From an optimization exercise on the open Yosys and OpenROAD flow, aimed at small area; shortcuts taken in it are not production practice.
In this exercise RTL edits were held to simulation tests only and were not proved equivalent to the original.
Power figures rest on the tool's default switching activity, not on a simulated workload.

`flow/run.sh`:
```
#!/bin/bash
# synth_recipe.tcl (not shown) runs the flow's synth.tcl, then flattens the netlist and writes it again
# the make line also repeats each setting of config.mk as NAME=value (left out here)
make -C /OpenROAD-flow-scripts/flow DESIGN_CONFIG=/design/flow/config.mk WORK_HOME=/design/flow/orfs CLKGATE_MAP_FILE= SYNTH_SCRIPT=/design/flow/synth_recipe.tcl finish
```
`flow/config.mk`:
```
export PLATFORM = sky130hd
export DESIGN_NAME = envelope_synth_top
export DESIGN_NICKNAME = envelope_synth_top
export VERILOG_FILES = /design/flow/design.v
export SDC_FILE = /design/flow/constraint.sdc
export NUM_CORES = 4
export LEC_CHECK = 0
export CAP_MARGIN = 20
export CORE_MARGIN = 2
export CORE_UTILIZATION = 40
export SLEW_MARGIN = 20
```
`flow/constraint.sdc`:
```
create_clock -name core_clock -period 20.0 [get_ports {clock_50_000_000}]
set_input_delay 4.0000 -clock core_clock [delete_from_list [all_inputs] [get_ports {clock_50_000_000}]]
set_output_delay 4.0000 -clock core_clock [all_outputs]
set_load 0.01 [all_outputs]
```
`flow/design.v`:
```
package synth_pkg;
  localparam int num_voices = 4;
  localparam int level_width = 16;
  localparam int rate_width = 16;
  localparam int sustain_width = 8;
  localparam int key_width = 7;
  localparam int tick_width = 11;
  localparam int tick_at = 1041;             
  localparam int tick_last = tick_at + 2;    
  localparam int tick_wrap = tick_last + 1 - 1041;
endpackage
`timescale 1ns/1ps
module voice_controller (
  input  logic        clock_50_000_000,
  input  logic        reset_l,
  input  logic        wb_cyc,
  input  logic        wb_stb,
  input  logic        wb_we,
  input  logic [2:0]  wb_adr,
  input  logic [15:0] wb_dat_w,
  output logic [15:0] wb_dat_r,
  output logic        wb_ack,
  input  logic [3:0]  voice_active,
  output logic [3:0]  note_on,
  output logic [3:0]  note_off,
  output logic        sample_tick,
  output logic        mix_load,
  output logic        sample_valid,
  output logic [15:0] attack_rate,
  output logic [15:0] decay_rate,
  output logic [15:0] release_rate,
  output logic        attack_ok,
  output logic        decay_ok,
  output logic        release_ok,
  output logic [7:0]  sustain_level
);
  logic                bus_req;
  logic                bus_wr;
  logic [6:0]          bus_key;
  logic                overflow;
  logic [6:0]          key_table [4];
  logic [3:0]          free_sel;
  logic [3:0]          match_sel;
  logic [2:0]          req_adr;
  logic                req_we;
  logic [3:0]          req_sel;
  logic [10:0]         tick_count;
  assign bus_req = wb_cyc & wb_stb & !wb_ack;
  assign bus_wr = bus_req & wb_we;
  assign bus_key = wb_dat_w[6:0];
  always_comb begin
    free_sel[0] = !voice_active[0];
    free_sel[1] = voice_active[0] & !voice_active[1];
    free_sel[2] = voice_active[0] & voice_active[1] & !voice_active[2];
    free_sel[3] = voice_active[0] & voice_active[1] & voice_active[2] & !voice_active[3];
  end
  always_comb begin
    logic [3:0] hit;
    for (int v = 0; v < 4; v++) hit[v] = voice_active[v] & (key_table[v] == bus_key);
    match_sel[0] = hit[0];
    match_sel[1] = !hit[0] & hit[1];
    match_sel[2] = !hit[0] & !hit[1] & hit[2];
    match_sel[3] = !hit[0] & !hit[1] & !hit[2] & hit[3];
  end
  always_ff @(posedge clock_50_000_000) begin
    req_adr <= wb_adr;
    req_we <= wb_we;
    req_sel <= !wb_we ? voice_active : (wb_adr[0] ? match_sel : free_sel);
  end
  assign note_on = {4{wb_ack & req_we & (req_adr == 3'd4)}} & req_sel;
  assign note_off = {4{wb_ack & req_we & (req_adr == 3'd5)}} & req_sel;
  always_comb begin
    wb_dat_r = '0;
    case (req_adr)
      3'd0: wb_dat_r = attack_ok ? attack_rate : 16'h0000;
      3'd1: wb_dat_r = decay_ok ? decay_rate : 16'h0000;
      3'd2: wb_dat_r[7:0] = sustain_level;
      3'd3: wb_dat_r = release_ok ? release_rate : 16'h0000;
      3'd6: begin
        wb_dat_r[3:0] = req_sel;
        wb_dat_r[8] = overflow;
      end
      default: ;
    endcase
  end
  always_ff @(posedge clock_50_000_000, negedge reset_l) begin
    if (!reset_l) begin
      wb_ack <= 1'b0;
      overflow <= 1'b0;
      sustain_level <= '0;
      attack_ok <= 1'b0;
      decay_ok <= 1'b0;
      release_ok <= 1'b0;
    end else begin
      wb_ack <= bus_req;
      if (bus_wr) begin
        case (wb_adr)
          3'd0: attack_ok <= 1'b1;
          3'd1: decay_ok <= 1'b1;
          3'd2: sustain_level <= wb_dat_w[7:0];
          3'd3: release_ok <= 1'b1;
          3'd4: if (voice_active == 4'hF) overflow <= 1'b1;
          3'd6: overflow <= 1'b0;
          default: ;
        endcase
      end
    end
  end
  always_ff @(posedge clock_50_000_000) begin
    if (bus_wr && wb_adr == 3'd0) attack_rate <= wb_dat_w;
    if (bus_wr && wb_adr == 3'd1) decay_rate <= wb_dat_w;
    if (bus_wr && wb_adr == 3'd3) release_rate <= wb_dat_w;
    for (int v = 0; v < 4; v++) begin
      if (bus_wr && wb_adr == 3'd4 && free_sel[v]) key_table[v] <= bus_key;
    end
  end
  always_ff @(posedge clock_50_000_000, negedge reset_l) begin
    if (!reset_l) begin
      tick_count <= '0;
    end else if (sample_valid) begin
      tick_count <= 11'(synth_pkg::tick_wrap);
    end else begin
      tick_count <= tick_count + 1'b1;
    end
  end
  assign sample_tick = tick_count[10] & tick_count[4] & !tick_count[1] & tick_count[0];   
  assign mix_load = tick_count[10] & tick_count[4] & tick_count[1] & !tick_count[0];      
  assign sample_valid = tick_count[10] & tick_count[4] & tick_count[1] & tick_count[0];   
endmodule
`timescale 1ns/1ps
module adsr_envelope (
  input  logic        clock_50_000_000,
  input  logic        reset_l,
  input  logic        sample_tick,
  input  logic        note_on,
  input  logic        note_off,
  input  logic [15:0] attack_rate,      
  input  logic [15:0] decay_rate,       
  input  logic [15:0] release_rate,     
  input  logic        attack_ok,
  input  logic        decay_ok,
  input  logic        release_ok,
  input  logic [7:0]  sustain_level,
  output logic        busy,
  output logic [15:0] level
);
  logic [1:0]  phase;
  logic        off;
  logic        step;
  logic        in_att, in_dec, in_rel;
  logic        add_a, sub_d, sub_r, sub;
  logic [15:0] opb;
  logic [16:0] carry;
  logic [15:0] sum;
  logic        borrow;
  logic        hi_lt, hi_eq;
  logic        sat_a, sat_d, sat_r;
  logic [15:0] level_next;
  assign off = note_off & busy;
  assign step = sample_tick & busy & !note_on & !off;
  assign in_att = step & (phase == 2'b00);
  assign in_dec = step & (phase == 2'b01);
  assign in_rel = step & (phase == 2'b11);
  assign add_a = in_att & attack_ok;
  assign sub_d = in_dec & decay_ok;
  assign sub_r = in_rel & release_ok;
  assign sub = sub_d | sub_r;
  always_comb begin
    for (int i = 0; i < 16; i++) begin
      opb[i] = (add_a & attack_rate[i]) | (sub_d & !decay_rate[i]) | (sub_r & !release_rate[i]);
    end
  end
  assign carry[0] = sub;
  always_comb begin
    for (int i = 0; i < 16; i++) begin
      sum[i] = level[i] ^ opb[i] ^ carry[i];
      carry[i+1] = (level[i] & opb[i]) | (level[i] & carry[i]) | (opb[i] & carry[i]);
    end
  end
  assign borrow = sub & !carry[16];
  assign hi_lt = sum[15:8] < sustain_level;
  assign hi_eq = sum[15:8] == sustain_level;
  assign sat_a = in_att & (carry[16] | (&sum));
  assign sat_d = in_dec & (borrow | hi_lt | (hi_eq & (sum[7:0] == 8'h00)));
  assign sat_r = in_rel & (borrow | (sum == 16'h0000));
  always_comb begin
    if (note_on | sat_r) level_next = '0;
    else if (sat_a) level_next = '1;
    else if (sat_d) level_next = {sustain_level, 8'h00};
    else level_next = sum;
  end
  always_ff @(posedge clock_50_000_000, negedge reset_l) begin
    if (!reset_l) begin
      busy <= 1'b0;
      level <= '0;
    end else begin
      level <= level_next;
      if (note_on) busy <= 1'b1;
      else if (sat_r) busy <= 1'b0;
    end
  end
  always_ff @(posedge clock_50_000_000) begin
    if (note_on) phase <= 2'b00;
    else if (off) phase <= 2'b11;
    else if (sat_a) phase <= 2'b01;
    else if (sat_d) phase <= 2'b10;
  end
endmodule
`timescale 1ns/1ps
module envelope_mixer (
  input  logic        clock_50_000_000,
  input  logic        reset_l,
  input  logic        load,
  input  logic [15:0] level0,
  input  logic [15:0] level1,
  input  logic [15:0] level2,
  input  logic [15:0] level3,
  output logic [15:0] audio_sample
);
  logic [17:0] level_sum;
  assign level_sum = 18'(level0) + 18'(level1) + 18'(level2) + 18'(level3);
  always_ff @(posedge clock_50_000_000, negedge reset_l) begin
    if (!reset_l) begin
      audio_sample <= '0;
    end else if (load) begin
      audio_sample <= level_sum[17:2];
    end
  end
endmodule
`timescale 1ns/1ps
module envelope_synth_top (
  input  logic         clock_50_000_000,
  input  logic         reset_l,
  input  logic         wb_cyc,
  input  logic         wb_stb,
  input  logic         wb_we,
  input  logic [2:0]   wb_adr,
  input  logic [15:0]  wb_dat_w,
  output logic [15:0]  wb_dat_r,
  output logic         wb_ack,
  output logic [15:0]  audio_sample,
  output logic         sample_valid
);
  logic [3:0]  voice_active;
  logic [3:0]  note_on;
  logic [3:0]  note_off;
  logic        sample_tick;
  logic        mix_load;
  logic [15:0] attack_rate;
  logic [15:0] decay_rate;
  logic [15:0] release_rate;
  logic        attack_ok;
  logic        decay_ok;
  logic        release_ok;
  logic [7:0]  sustain_level;
  logic [15:0] levels [4];
  voice_controller controller (
    .clock_50_000_000 (clock_50_000_000),
    .reset_l          (reset_l),
    .wb_cyc           (wb_cyc),
    .wb_stb           (wb_stb),
    .wb_we            (wb_we),
    .wb_adr           (wb_adr),
    .wb_dat_w         (wb_dat_w),
    .wb_dat_r         (wb_dat_r),
    .wb_ack           (wb_ack),
    .voice_active     (voice_active),
    .note_on          (note_on),
    .note_off         (note_off),
    .sample_tick      (sample_tick),
    .mix_load         (mix_load),
    .sample_valid     (sample_valid),
    .attack_rate      (attack_rate),
    .decay_rate       (decay_rate),
    .release_rate     (release_rate),
    .attack_ok        (attack_ok),
    .decay_ok         (decay_ok),
    .release_ok       (release_ok),
    .sustain_level    (sustain_level)
  );
  for (genvar v = 0; v < 4; v++) begin : voice_gen
    adsr_envelope envelope (
      .clock_50_000_000 (clock_50_000_000),
      .reset_l          (reset_l),
      .sample_tick      (sample_tick),
      .note_on          (note_on[v]),
      .note_off         (note_off[v]),
      .attack_rate      (attack_rate),
      .decay_rate       (decay_rate),
      .release_rate     (release_rate),
      .attack_ok        (attack_ok),
      .decay_ok         (decay_ok),
      .release_ok       (release_ok),
      .sustain_level    (sustain_level),
      .busy             (voice_active[v]),
      .level            (levels[v])
    );
  end
  envelope_mixer mixer (
    .clock_50_000_000 (clock_50_000_000),
    .reset_l          (reset_l),
    .load             (mix_load),
    .level0           (levels[0]),
    .level1           (levels[1]),
    .level2           (levels[2]),
    .level3           (levels[3]),
    .audio_sample     (audio_sample)
  );
endmodule
```
==> results_dict.tcl, run 1 <==
set metrics [dict create \
    synthArstFlopShare 0.540 \
    ant_nets 0 \
    cp-start-kind "flip-flop" \
    syn_inst 1294 \
    end_kind "flip-flop" \
    cts.sinks 200 \
    crit_arrival_ns 10.67 \
    gr-usage-met3 0.0643 \
    hold_violations 0 \
    p_leak_nw 6.37 \
    critical-path-max-stage-delay_ns 0.61 \
    fin_worst_skew_ns 0.0185 \
    vias 10400 \
    post-route-period-util 0.516 \
    cp.required_ns 20.35 \
    clk_path_buf_depth 2 \
    outcome "no timing/DRC/antenna violations" \
    drt_wl_total_um 42800 \
    drcViolationCount 0 \
    finish.instance_area_sq_um 14800 \
    postCtsResizedCells 0 \
    cts_tree "built" \
    grt_pass1_wl_um 63100 \
    yosysSeqAreaShare 0.399 \
    ys_types 73 \
    drt-wirelength-per-cell_um 24.1 \
    htree_levels 4 \
    drt_iter0_drc 1328 \
    post_cts_buffers 0 \
    diodes 0 \
    use_met1 0.353 \
    vias_per_cell 5.86 \
    grt_max_degree 66 \
    max_clock_freq_mhz 96.9 \
    fin_crit_ns 10.32 \
    synth_nets 1464 \
    grt_pass1_vias 9877 \
    power.density_nw_per_um2 61.8 \
    cts_buffers 17 \
    rsz0062_at_grt "false" \
    multi_input_area_sq_um 7310 \
    antenna_found_initial 2 \
    slew_headroom 0.313 \
    busiest_layer "met2" \
    placedInstanceArea_sq_um 14200 \
    setup_violations 0 \
    dp_hpwl_um 31600 \
    tns_ns 0 \
    yosys_warnings 6 \
    syn_to_final_growth_pct 11.6 \
    ys.flop_type "dfrtp_1" \
    start_util 0.407 \
    synth_edf_count 76 \
    dr.pass1.iters 8 \
    crit_type "reg -> reg" \
    fillers 3087 \
    hp-class "reg -> reg" \
    drv_cap 0 \
    final_nets 1490 \
    fp-row-count 66 \
    die_w_um 186 \
    gp_congestion 0.993 \
    cts_hold_buf 0 \
    coreArea_sq_um 32600 \
    seq_area_sq_um 5310 \
    syn_area_sq_um 13300 \
    ir_worst_vdd_mv 0.0654 \
    overflow 0 \
    met2_usage 0.381 \
    port_buffers 57 \
    worst_pin_slew_ns 1.02 \
    drive_above_1_share 0.0548 \
    clk_pin_slew_ns 0.09 \
    crit_path_max_fanout 17 \
    die_y_um 186 \
    crit_slowest_cell "dfxtp_1" \
    synth_seq_cells 200 \
    slew_viol_final 0 \
    path_common_cell "fa_1" \
    root_buffer "clkbuf_16" \
    clkLatencyLatePin_ns 0.47 \
    globalRouteTotalUtil 0.255 \
    postSynthAreaPerCell_sq_um 10.3 \
    pin_count 58 \
    die_area_sq_um 34700 \
]
## state kept, by name, indices dropped and copies added, names as in the netlist
signal                    cells
controller.req_sel            4
controller.req_we             1
controller.attack_rate       16
controller.sustain_level      8
controller.wb_ack             1
controller.release_rate      16
controller.decay_ok           1
voice_gen.envelope.phase      8
controller.attack_ok          1
controller.overflow           1
voice_gen.envelope.busy       4
controller.key_table         28
voice_gen.envelope.level     64
controller.release_ok         1
controller.req_adr            3
controller.decay_rate        16
controller.tick_count        11
mixer.audio_sample           16
## kinds of logic (layout without fill, tap and decap cells)
| group | Yosys count | after routing | synth area share |
|---|---|---|---|
| and+or+nand+nor | 368 | 368 | 0.137 |
| AOI/OAI and AO/OA | 313 | 313 | 0.163 |
| DFF | 200 | 200 | 0.399 |
| buffers and inverters | 174 | 213 | 0.0520 |
| adders and majority gates | 146 | 146 | 0.183 |
| xor gates and xnor gates | 60 | 60 | 0.0395 |
| muxes | 33 | 33 | 0.0253 |
## worst paths after layout
check / slack (ns) / depth (start not counted) / to / from
min in group asynchronous: 3.56 / 1 / voice_gen[1].envelope.busy / reset_l
min reg2reg: 0.48 / 2 / mixer.audio_sample[0] / mixer.audio_sample[0]
max in group asynchronous: 15.11 / 2 / controller.tick_count[10] / reset_l
max reg2reg: 9.68 / 32 / voice_gen[3].envelope.level[13] / controller.req_adr[2]
min: 0.48 / 2 / mixer.audio_sample[0] / mixer.audio_sample[0]
max: 9.68 / 32 / voice_gen[3].envelope.level[13] / controller.req_adr[2]
## where the power goes
part           internal [W]  switching [W]  total (W)  leakage [nW]
logic             0.0000327      0.0000531  0.0000859          3.79
clock network      0.000179       0.000183   0.000362         0.289
registers          0.000434      0.0000345   0.000468          2.28
## cells in the mapped netlist, drive strengths merged (7+ instances only)
library cell	number	area, sq um
nand2	157	594
inv	117	439
dfrtp	108	2700
a21oi	99	499
fa	81	1620
edfxtp	76	2280
ha	65	813
o21ai	60	304
nor2	57	216
xnor2	44	385
o221ai	42	368
clkbuf	40	150
nand4	38	238
mux2i	28	280
nand2b	23	144
a221o	18	180
buf	17	101
dfxtp	16	320
xor2	16	140
nor4	14	87.6
nand3	13	70.1
nor3	12	60.1
and3	11	68.8
a21o	10	75.1
o221a	10	113
a211oi	9	72.6
a222oi	7	70.1
## worst max-delay path, delay by kind of cell (launching register included)
| kind | cells | cell delay (ns) |
|---|---|---|
| fa+ha+maj | 17 | 6.18 |
| simple gates | 7 | 1.92 |
| compound gates | 4 | 1.14 |
| flops | 1 | 0.61 |
| buf+inv | 4 | 0.34 |
## cells in the final DEF (no fill, tap or decap), types with 7 or more instances in the layout
cell and instances:
o221a_2 10, clkdlybuf4s50_1 56, nand2b_1 23, nor4_1 13, a221o_1 18, a21o_1 10
buf_4 8, and3_1 11, inv_1 117, ha_1 65, o21ai_1 13, fa_1 81
nor3_1 12, edfxtp_1 76, nand2_1 155, dfrtp_1 108, nand3_1 12, xor2_1 16
a21oi_1 98, clkbuf_16 17, o21ai_0 46, a211oi_1 8, nand4_1 38, o221ai_1 42
a222oi_1 7, xnor2_1 44, mux2i_1 28, nor2_1 56, dfxtp_1 16
## area by class of cell
cell class	count	area share
Inverter	117	0.0296
Timing Repair Buffer	64	0.0418
Clock buffer	17	0.0287
Clock inverter	15	0.0117
Tap cell	442	0.0373
Multi-Input combinational cell	920	0.493
Sequential cell	200	0.358
## metal layers
metal	part of all wire	up-vias
met5	0.00030	-
met4	0.040	2
met3	0.093	78
met2	0.44	532
met1	0.43	5052
li1	-	4735
## metrics by stage
step / setup WS (ns) / power (W) / utilization / hold WS [ns] / std cells
after floorplan: 10.82 / 0.000500 / - / 0.465 / 1294
after global placement: 9.90 / 0.000559 / 0.436 / 0.461 / 1743
after detailed placement: 9.81 / 0.000560 / 0.436 / 0.469 / 1743
after CTS: 9.76 / 0.000920 / 0.455 / 0.488 / 1775
after global routing: 9.04 / 0.000944 / 0.455 / 0.506 / 1775
final: 9.68 / 0.000916 / 0.455 / 0.481 / 1775
==> run 2: changes to the inputs <==
--- a/flow/design.v
+++ b/flow/design.v
@@ -116,16 +116,14 @@
   end
   always_ff @(posedge clock_50_000_000, negedge reset_l) begin
     if (!reset_l) begin
-      tick_count <= '0;
-    end else if (sample_valid) begin
-      tick_count <= 11'(synth_pkg::tick_wrap);
+      tick_count <= 11'h4de;
     end else begin
-      tick_count <= tick_count + 1'b1;
+      tick_count <= {tick_count[9:0], tick_count[10] ^ tick_count[8] ^ sample_valid};
     end
   end
-  assign sample_tick = tick_count[10] & tick_count[4] & !tick_count[1] & tick_count[0];   
-  assign mix_load = tick_count[10] & tick_count[4] & tick_count[1] & !tick_count[0];      
-  assign sample_valid = tick_count[10] & tick_count[4] & tick_count[1] & tick_count[0];   
+  assign sample_tick = (tick_count & 11'h3b7) == (11'h1de & 11'h3b7);
+  assign mix_load = (tick_count & 11'h76e) == (11'h3bd & 11'h76e);
+  assign sample_valid = (tick_count & 11'h6dd) == (11'h77b & 11'h6dd);
 endmodule
 `timescale 1ns/1ps
 module adsr_envelope (
@@ -153,7 +151,6 @@
   logic [16:0] carry;
   logic [15:0] sum;
   logic        borrow;
-  logic        hi_lt, hi_eq;
   logic        sat_a, sat_d, sat_r;
   logic [15:0] level_next;
   assign off = note_off & busy;
@@ -178,23 +175,32 @@
     end
   end
   assign borrow = sub & !carry[16];
-  assign hi_lt = sum[15:8] < sustain_level;
-  assign hi_eq = sum[15:8] == sustain_level;
+  logic [9:0] cmp_c;
+  logic [8:0] cmp_x, cmp_y;
+  assign cmp_x = {sum[15:8], |sum[7:0]};
+  assign cmp_y = {sustain_level, 1'b0};
+  assign cmp_c[0] = 1'b1;
+  always_comb begin
+    for (int i = 0; i < 9; i++) begin
+      cmp_c[i+1] = (cmp_y[i] & !cmp_x[i]) | (cmp_y[i] & cmp_c[i]) | (!cmp_x[i] & cmp_c[i]);
+    end
+  end
   assign sat_a = in_att & (carry[16] | (&sum));
-  assign sat_d = in_dec & (borrow | hi_lt | (hi_eq & (sum[7:0] == 8'h00)));
+  assign sat_d = in_dec & (borrow | cmp_c[9]);
   assign sat_r = in_rel & (borrow | (sum == 16'h0000));
   always_comb begin
-    if (note_on | sat_r) level_next = '0;
+    if (note_on | sat_r | !busy) level_next = '0;
     else if (sat_a) level_next = '1;
     else if (sat_d) level_next = {sustain_level, 8'h00};
     else level_next = sum;
   end
+  always_ff @(posedge clock_50_000_000) begin
+    level <= level_next;
+  end
   always_ff @(posedge clock_50_000_000, negedge reset_l) begin
     if (!reset_l) begin
       busy <= 1'b0;
-      level <= '0;
     end else begin
-      level <= level_next;
       if (note_on) busy <= 1'b1;
       else if (sat_r) busy <= 1'b0;
     end
@@ -217,8 +223,31 @@
   input  logic [15:0] level3,
   output logic [15:0] audio_sample
 );
+  logic [15:0] s1, c1;    
+  logic [16:0] s2, c2;    
+  logic [17:0] carry;
   logic [17:0] level_sum;
-  assign level_sum = 18'(level0) + 18'(level1) + 18'(level2) + 18'(level3);
+  always_comb begin
+    for (int i = 0; i < 16; i++) begin
+      s1[i] = level0[i] ^ level1[i] ^ level2[i];
+      c1[i] = (level0[i] & level1[i]) | (level0[i] & level2[i]) | (level1[i] & level2[i]);
+    end
+    s2[0] = s1[0] ^ level3[0];
+    c2[0] = s1[0] & level3[0];
+    for (int i = 1; i < 16; i++) begin
+      s2[i] = s1[i] ^ c1[i-1] ^ level3[i];
+      c2[i] = (s1[i] & c1[i-1]) | (s1[i] & level3[i]) | (c1[i-1] & level3[i]);
+    end
+    s2[16] = c1[15];
+    c2[16] = 1'b0;
+    level_sum[0] = s2[0];
+    carry[1] = 1'b0;
+    for (int i = 1; i < 17; i++) begin
+      level_sum[i] = s2[i] ^ c2[i-1] ^ carry[i];
+      carry[i+1] = (s2[i] & c2[i-1]) | (s2[i] & carry[i]) | (c2[i-1] & carry[i]);
+    end
+    level_sum[17] = carry[17];
+  end
   always_ff @(posedge clock_50_000_000, negedge reset_l) begin
     if (!reset_l) begin
       audio_sample <= '0;
--- a/flow/config.mk
+++ b/flow/config.mk
@@ -7,5 +7,6 @@
 export LEC_CHECK = 0
 export CAP_MARGIN = 20
 export CORE_MARGIN = 2
-export CORE_UTILIZATION = 40
+export CORE_UTILIZATION = 70
+export CTS_BUF_LIST = sky130_fd_sc_hd__clkbuf_8
 export SLEW_MARGIN = 20
==> run 2 against run 1 <==
Routed wire length decreased by 21%. Clock power shrank 29%. Sequential share of layout area up 2.6 points. Synthesized cell count fell by 15%. Still clean on timing, DRC and antenna. Largest cell class unchanged. Global-route usage increased by 13 points. Fmax fell by 1.9%. Sequential power shrank 2%. Critical path depth down 3. Worst hold slack worse by 0.10 ns. Cell area down 12%. Power is 15% lower. Critical endpoint is now voice_gen[2].envelope.level[14].
==> results_dict.tcl, run 2 <==
set metrics [dict create \
    outcome "no timing/DRC/antenna violations" \
    drt_wl_total_um 33700 \
    setup.worst_path.start "controller.tick_count[4]" \
    fin_worst_skew_ns 0.0189 \
    dp_slack_ns 9.54 \
    p_leak_nw 4.70 \
    gp_congestion 0.973 \
    yosysTopAreaCell "edfxtp_1" \
    dp_cells 1325 \
    final_cell_count_no_fill 1357 \
    fin_crit_ns 10.52 \
    max_clock_freq_mhz 95.0 \
    cts_tree "built" \
    worst_pin_slew_ns 1.11 \
    fp-row-count 47 \
    htree_levels 4 \
    worst_hold_startpoint "controller.tick_count[1]" \
    path_depth 29 \
    synth_commonest_cells "fa_1 (110), nor2_1 (98), nand2_1 (82), dfxtp_1 (80), inv_1 (79)" \
    synth.top_cell.area_share 0.192 \
    syn_inst 1102 \
    critical-path-max-stage-delay_ns 0.75 \
    final_nets 1258 \
    rsz0062_at_grt "false" \
    die_area_sq_um 18100 \
    hold_depth 0 \
    clkLatencyLatePin_ns 0.50 \
    syn_area_sq_um 11900 \
    ys.flop_type "dfxtp_1" \
    cp-start-kind "flip-flop" \
    final_cell_mix "fa_1 (110), nor2_1 (97), nand2_1 (82)" \
    end_kind "flip-flop" \
    reg2reg_from "controller.tick_count[4]" \
    post-route-period-util 0.526 \
    grt_max_degree 45 \
    grt_pass1_vias 9329 \
    path_common_cell "fa_1" \
    fin_ws_ns 9.48 \
    coreArea_sq_um 16600 \
    synth_area_leaders "edfxtp_1 (19%), fa_1 (19%), dfxtp_1 (13%), dfrtp_1 (7.8%), nor2_1 (3.1%)" \
    grt_pass1_wl_um 52300 \
    reg_top3 "voice_gen.envelope.level (64), controller.key_table (28)" \
    power.density_nw_per_um2 59.6 \
    synth_edf_count 76 \
    cts_buffers 17 \
    antenna_found_initial 0 \
    postSynthAreaPerCell_sq_um 10.8 \
    crit_path_max_fanout 24 \
    fillers 1106 \
    cts.sinks 200 \
    dp_hpwl_um 26000 \
    ir_worst_vdd_mv 0.0702 \
    globalRouteTotalUtil 0.389 \
    cp.required_ns 20.34 \
    r2r_cells 29 \
    ys_types 68 \
    worst-path-buf-inv 2 \
    drive_above_1_share 0.0756 \
    vias 9421 \
    start_util 0.718 \
    rrSetupSlack_ns 9.48 \
    overflow 0 \
    drv_cap 0 \
    die_y_um 134 \
    synth_nets 1236 \
    setup_violations 0 \
    tns_ns 0 \
    dr.pass1.iters 6 \
    drt_iter0_drc 1236 \
    vias_per_cell 6.94 \
    clk_path_buf_depth 2 \
    crit_arrival_ns 10.86 \
    yosysSeqAreaShare 0.420 \
    cts_hold_buf 0 \
    synthArstFlopShare 0.220 \
    slew_headroom 0.258 \
    drt-wirelength-per-cell_um 24.8 \
    crit_type "reg -> reg" \
    clk_pin_slew_ns 0.11 \
    hold_violations 0 \
    syn_to_final_growth_pct 9.31 \
    multi_input_area_sq_um 6370 \
    synth_seq_cells 200 \
    diodes 0 \
    largest_reg_flops 64 \
    drcViolationCount 0 \
    post_cts_buffers 0 \
    crit_slowest_cell "a2111o_1" \
    root_buffer "clkbuf_8" \
    postCtsResizedCells 0 \
    pin_count 58 \
    seq_area_sq_um 4990 \
    slew_viol_final 0 \
    largest-register "voice_gen.envelope.level" \
    port_buffers 57 \
    yosysMostFrequentCell "fa_1" \
    die_w_um 134 \
    ant_nets 0 \
    yosys_warnings 6 \
    hp-class "reg -> reg" \
    crit_family "adder cells" \
    layout_commonest_cell "fa_1" \
]
[run 2: cell count changes after synthesis, moves of 38 or more]
cell     before  now
nand2_1     155   82
dfrtp_1     108   37
ha_1         65    0
dfxtp_1      16   80
nor2_1       56   98
inv_1       117   79
[run 2: final cells by class]
cell class,instances,share of cell area
clock buffers,18,0.0190
inverters,81,0.0234
multi-input cells,754,0.490
repair buffers,70,0.0512
clock inverters,14,0.0116
well taps,220,0.0212
flip-flops and latches,200,0.384
[run 2: metal layers]
layer	vias to the layer above	share of wire	GRT usage	wire length, um
li1	4070	-	-	-
met1	4568	0.38	0.542	12900
met2	681	0.45	0.599	15300
met3	102	0.13	0.0903	4230
met4	0	0.038	0.161	1270
met5	-	0	0	0
[run 2: path summary, 6_finish.rpt]
path                                                   endpoint
worst min-delay path                   controller.tick_count[2]
min in group asynchronous                mixer.audio_sample[15]
worst min register to register         controller.tick_count[2]
worst max register to register  voice_gen[2].envelope.level[14]
max in group asynchronous           controller.sustain_level[4]
worst max-delay path            voice_gen[2].envelope.level[14]
[run 2: cells by family after synthesis]
group,after synthesis,synth area share
simple gates,320,0.137
xor+xnor,29,0.0213
mux,22,0.0208
compound gates,273,0.167
buf+inv,148,0.0493
flops,200,0.420
fa+ha+maj,110,0.185
[run 2: report_power, final]
| part | switching (W) | internal [W] | leakage (nW) |
|---|---|---|---|
| Combinational | 0.0000329 | 0.0000246 | 2.60 |
| Sequential | 0.0000295 | 0.000431 | 1.90 |
| Clock | 0.000161 | 0.0000971 | 0.199 |
[run 2: metrics by stage]
stage	power, W	util	hold WS [ns]	area (sq um)
after floorplan	0.000491	-	0.354	11900
after global placement	0.000521	0.759	0.358	12600
after detailed placement	0.000523	0.760	0.365	12600
after CTS	0.000772	0.784	0.381	13000
after global routing	0.000797	0.784	0.387	13000
final	0.000776	0.784	0.380	13000
==> run 3: changes to the inputs <==
==> flow/flow/run.sh (new file) <==
#!/bin/bash
set -euo pipefail
here=$(pwd)

{
  echo "proc abc {args} {"
  echo "  set i [lsearch -exact \$args -script]"
  echo "  if {\$i >= 0} { set args [lreplace \$args [expr {\$i + 1}] [expr {\$i + 1}] $here/flow/abc_area.script] }"
  echo "  yosys abc {*}\$args"
  echo "}"
  cat synth_recipe.tcl
} > own_synth.tcl

sed -e "s|SYNTH_SCRIPT=[^ ]*|SYNTH_SCRIPT=$here/own_synth.tcl|" standard.sh > own_standard.sh
grep -q "SYNTH_SCRIPT=$here/own_synth.tcl" own_standard.sh

export BUFFER_PORTS_ARGS="-buffer_cell sky130_fd_sc_hd__buf_1"
export CTS_ARGS="-sink_clustering_enable -repair_clock_nets -dont_use_dummy_load -buf_list sky130_fd_sc_hd__clkbuf_8"

bash own_standard.sh > make.log 2>&1
==> flow/flow/abc_area.script (new file) <==
strash
dch
map -a
topo
==> flow/standard.sh (new file) <==
#!/bin/bash
# synth_recipe.tcl (not shown) runs the flow's synth.tcl, then flattens the netlist and writes it again
# the make line also repeats each setting of config.mk as NAME=value (left out here)
make -C /OpenROAD-flow-scripts/flow DESIGN_CONFIG=/design/flow/config.mk WORK_HOME=/design/flow/orfs CLKGATE_MAP_FILE= SYNTH_SCRIPT=/design/flow/synth_recipe.tcl "${@:-finish}"
--- a/flow/config.mk
+++ b/flow/config.mk
@@ -7,6 +7,5 @@
 export LEC_CHECK = 0
 export CAP_MARGIN = 20
 export CORE_MARGIN = 2
-export CORE_UTILIZATION = 70
-export CTS_BUF_LIST = sky130_fd_sc_hd__clkbuf_8
+export CORE_UTILIZATION = 60
 export SLEW_MARGIN = 20
removed: flow/run.sh
==> run 3 against run 2 <==
Clock power is 22% lower. Still clean. Sequential cell count stayed put. Critical endpoint is now voice_gen[1].envelope.level[4]. Non-clock buffer count is the same. Critical path depth did not move. Routed wire length is 2.5% higher. Die area grew 12%.
==> results_dict.tcl, run 3 <==
set metrics [dict create \
    outcome "no timing/DRC/antenna violations" \
    overflow 0 \
    fin_ws_ns 8.75 \
    final_nets 1367 \
    synth.top_cell.area_share 0.199 \
    combPwrFrac 0.073 \
    synth_nets 1278 \
    crit_type "reg -> reg" \
    fin_util 0.658 \
    tns_ns 0 \
    muxShareOfSynthArea 0.0157 \
    synth_commonest_cells "clkinv_1 (183), a21oi_1 (145), nand2_1 (115), fa_1 (110), nor2_1 (100)" \
    dr.pass1.iters 6 \
    ant_nets 0 \
    pin_count 58 \
    globalRouteTotalUtil 0.350 \
    crit_arrival_ns 11.63 \
    critical-path-max-stage-delay_ns 0.84 \
    final_cell_mix "clkinv_1 (183), a21oi_1 (145), nand2_1 (115)" \
    cp.required_ns 20.38 \
    max_clock_freq_mhz 88.9 \
    vias_per_cell 6.50 \
    vias 9518 \
    drive_above_1_share 0.0536 \
    yosysMostFrequentCell "clkinv_1" \
    drt_wl_total_um 34500 \
    drt_iter0_drc 1100 \
    p_leak_nw 4.24 \
    fin_crit_ns 11.25 \
    drv_cap 0 \
    synth_xor_area_frac 0.00763 \
    clk_pin_slew_ns 0.10 \
    synth_compound_area_frac 0.177 \
    cellInternalPower_w 0.000523 \
    yosys_warnings 6 \
    power.density_nw_per_um2 57.8 \
    setup_violations 0 \
    ys_types 34 \
    diodes 0 \
    power_w 0.000714 \
    slew_headroom 0.273 \
    crit_path_max_fanout 17 \
    seqPwrFrac 0.647 \
    clock_power_share 0.280 \
    largest-register "voice_gen.envelope.level" \
    hp-class "reg -> reg" \
    postCtsResizedCells 0 \
    postSynthAreaPerCell_sq_um 10.0 \
    cts.sinks 200 \
    synth_edf_count 76 \
    htree_levels 4 \
    hold_violations 0 \
    synth_simple_gate_area_frac 0.113 \
    worst_pin_slew_ns 1.08 \
    yosysTopAreaCell "edfxtp_1" \
    clk_path_buf_depth 2 \
    ys.flop_type "dfxtp_1" \
    fp-row-count 50 \
    die_w_um 142 \
    start_util 0.612 \
    cts_buffers 17 \
    drt-wirelength-per-cell_um 23.5 \
    drcViolationCount 0 \
    grt_max_degree 45 \
    cts_tree "built" \
    switching_share 0.267 \
    grt_pass1_vias 8945 \
    synth_area_leaders "edfxtp_1 (20%), fa_1 (19%), dfxtp_1 (14%), dfrtp_1 (8.1%), a21oi_1 (6.3%)" \
    port_buffers 57 \
    antenna_found_initial 0 \
    syn_to_final_growth_pct 7.53 \
    die_y_um 142 \
    synthAdderAreaFrac 0.192 \
    gp_congestion 1.03 \
    dp_hpwl_um 26800 \
    slew_viol_final 0 \
    grt_pass1_wl_um 52400 \
    fin_worst_skew_ns 0.0514 \
    dp_slack_ns 8.92 \
    die_area_sq_um 20300 \
    syn_inst 1144 \
    p_sw_w 0.000191 \
    reg_top3 "voice_gen.envelope.level (64), controller.key_table (28)" \
    coreArea_sq_um 18800 \
    synth_top_family_by_area "adder cells" \
    ir_worst_vdd_mv 0.0525 \
    post-route-period-util 0.563 \
    cp-start-kind "flip-flop" \
    synthArstFlopShare 0.220 \
    syn_area_sq_um 11500 \
    cts_hold_buf 0 \
    end_kind "flip-flop" \
    crit_slowest_cell "nand4_1" \
    path_common_cell "fa_1" \
    layout_commonest_cell "clkinv_1" \
    yosysSeqAreaShare 0.435 \
    largest_reg_flops 64 \
    post_cts_buffers 0 \
    clkLatencyLatePin_ns 0.48 \
    synth_seq_cells 200 \
    root_buffer "clkbuf_8" \
    rsz0062_at_grt "false" \
]
[run 3: cell count changes after synthesis, moves of 16 or more]
cell,delta
a211oi_1,-28
o22ai_1,+33
xnor2_1,-25
a311oi_1,-27
a21oi_1,+79
clkinv_1,+183
mux2_1,-16
inv_1,-79
nand2_1,+33
clkbuf_1,-50
o221ai_1,+25
[run 3: final cells by class]
class                      instances  area (sq um)
fill                            1574          6420
multi-input combinational        761          5830
sequential                       200          4990
inverter                         183           687
timing repair buffer              70           313
tap                              234           293
clock buffer                      17           234
[run 3: worst paths after layout]
| check | endpoint | slack, ns | cells after the start | start |
|---|---|---|---|---|
| setup / recovery | voice_gen[1].envelope.level[4] | 8.75 | 29 | controller.tick_count[2] |
| min in group asynchronous | controller.tick_count[9] | 3.63 | 2 | reset_l |
| hold reg to reg | controller.tick_count[2] | 0.38 | 0 | controller.tick_count[1] |
| hold / removal | controller.tick_count[2] | 0.38 | 0 | controller.tick_count[1] |
| setup reg to reg | voice_gen[1].envelope.level[4] | 8.75 | 29 | controller.tick_count[2] |
| max in group asynchronous | controller.sustain_level[4] | 15.91 | 2 | reset_l |
[run 3: power by group through the flow]
stage	sequential [W]	combinational [W]	clock (W)
2_1_floorplan	0.000455	0.0000289	0
5_1_grt	0.000462	0.0000566	0.000217
3_3_place_gp	0.000469	0.0000506	0
3_5_place_dp	0.000469	0.0000512	0
6_report	0.000462	0.0000522	0.000200
4_1_cts	0.000460	0.0000515	0.000202
[run 3: kinds of logic after synthesis]
logic type,Yosys count
compound gates,327
xor+xnor,10
fa+ha+maj,110
buf+inv,183
flops,200
mux,16
simple gates,298
[run 3: critical path: cells and delay by family (launching register included)]
family	cells	cell delay (ns)
AOI/OAI and AO/OA	3	1.48
buffers and inverters	3	0.25
DFF	1	0.56
and+or+nand+nor	7	2.95
adders and majority gates	16	5.92
[run 3: layer usage]
metal  global-route usage  share of wire  up-vias
li1                     -              -     4242
met1                0.503           0.40     4594
met2                0.542           0.45      592
met3               0.0717           0.12       90
met4                0.113          0.032        0
met5                    0              0        -
[run 3: stage by stage]
stage	instance area (sq um)	hold slack [ns]	std cells
2_1_floorplan	11500	0.356	1144
3_3_place_gp	12100	0.357	1448
3_5_place_dp	12100	0.364	1448
4_1_cts	12400	0.380	1465
5_1_grt	12400	0.389	1465
6_report	12400	0.377	1465

-- static timing again, ports no longer ideal --
How much do the figures lean on ideal ports? The routed layouts below were timed once more, with nothing changed but the port constraints. Step 1: set_driving_cell puts a clkbuf_16 on clock_50_000_000 and a buf_2 on each other input, an assumption about the parent block. Step 2, shift: input delay + t, output delay - t, t = (earliest + latest rising clock arrival at the registers) / 2. This alone moves slack from input paths to output paths. a / b / c = ideal / step 1 / step 2; a / b = the first two.
run	t (ns)	setup WS [ns]	hold WS [ns]	worst data-port slew with drivers (ns)
run 1	0.510	9.679 / 9.679 / 9.679	0.481 / 0.481 / 0.481	0.03
run 2	0.532	9.477 / 9.477 / 9.477	0.380 / 0.380 / 0.380	0.04
run 3	0.506	8.746 / 8.746 / 8.746	0.377 / 0.377 / 0.377	0.03
After both steps setup and hold are still met in every run listed.
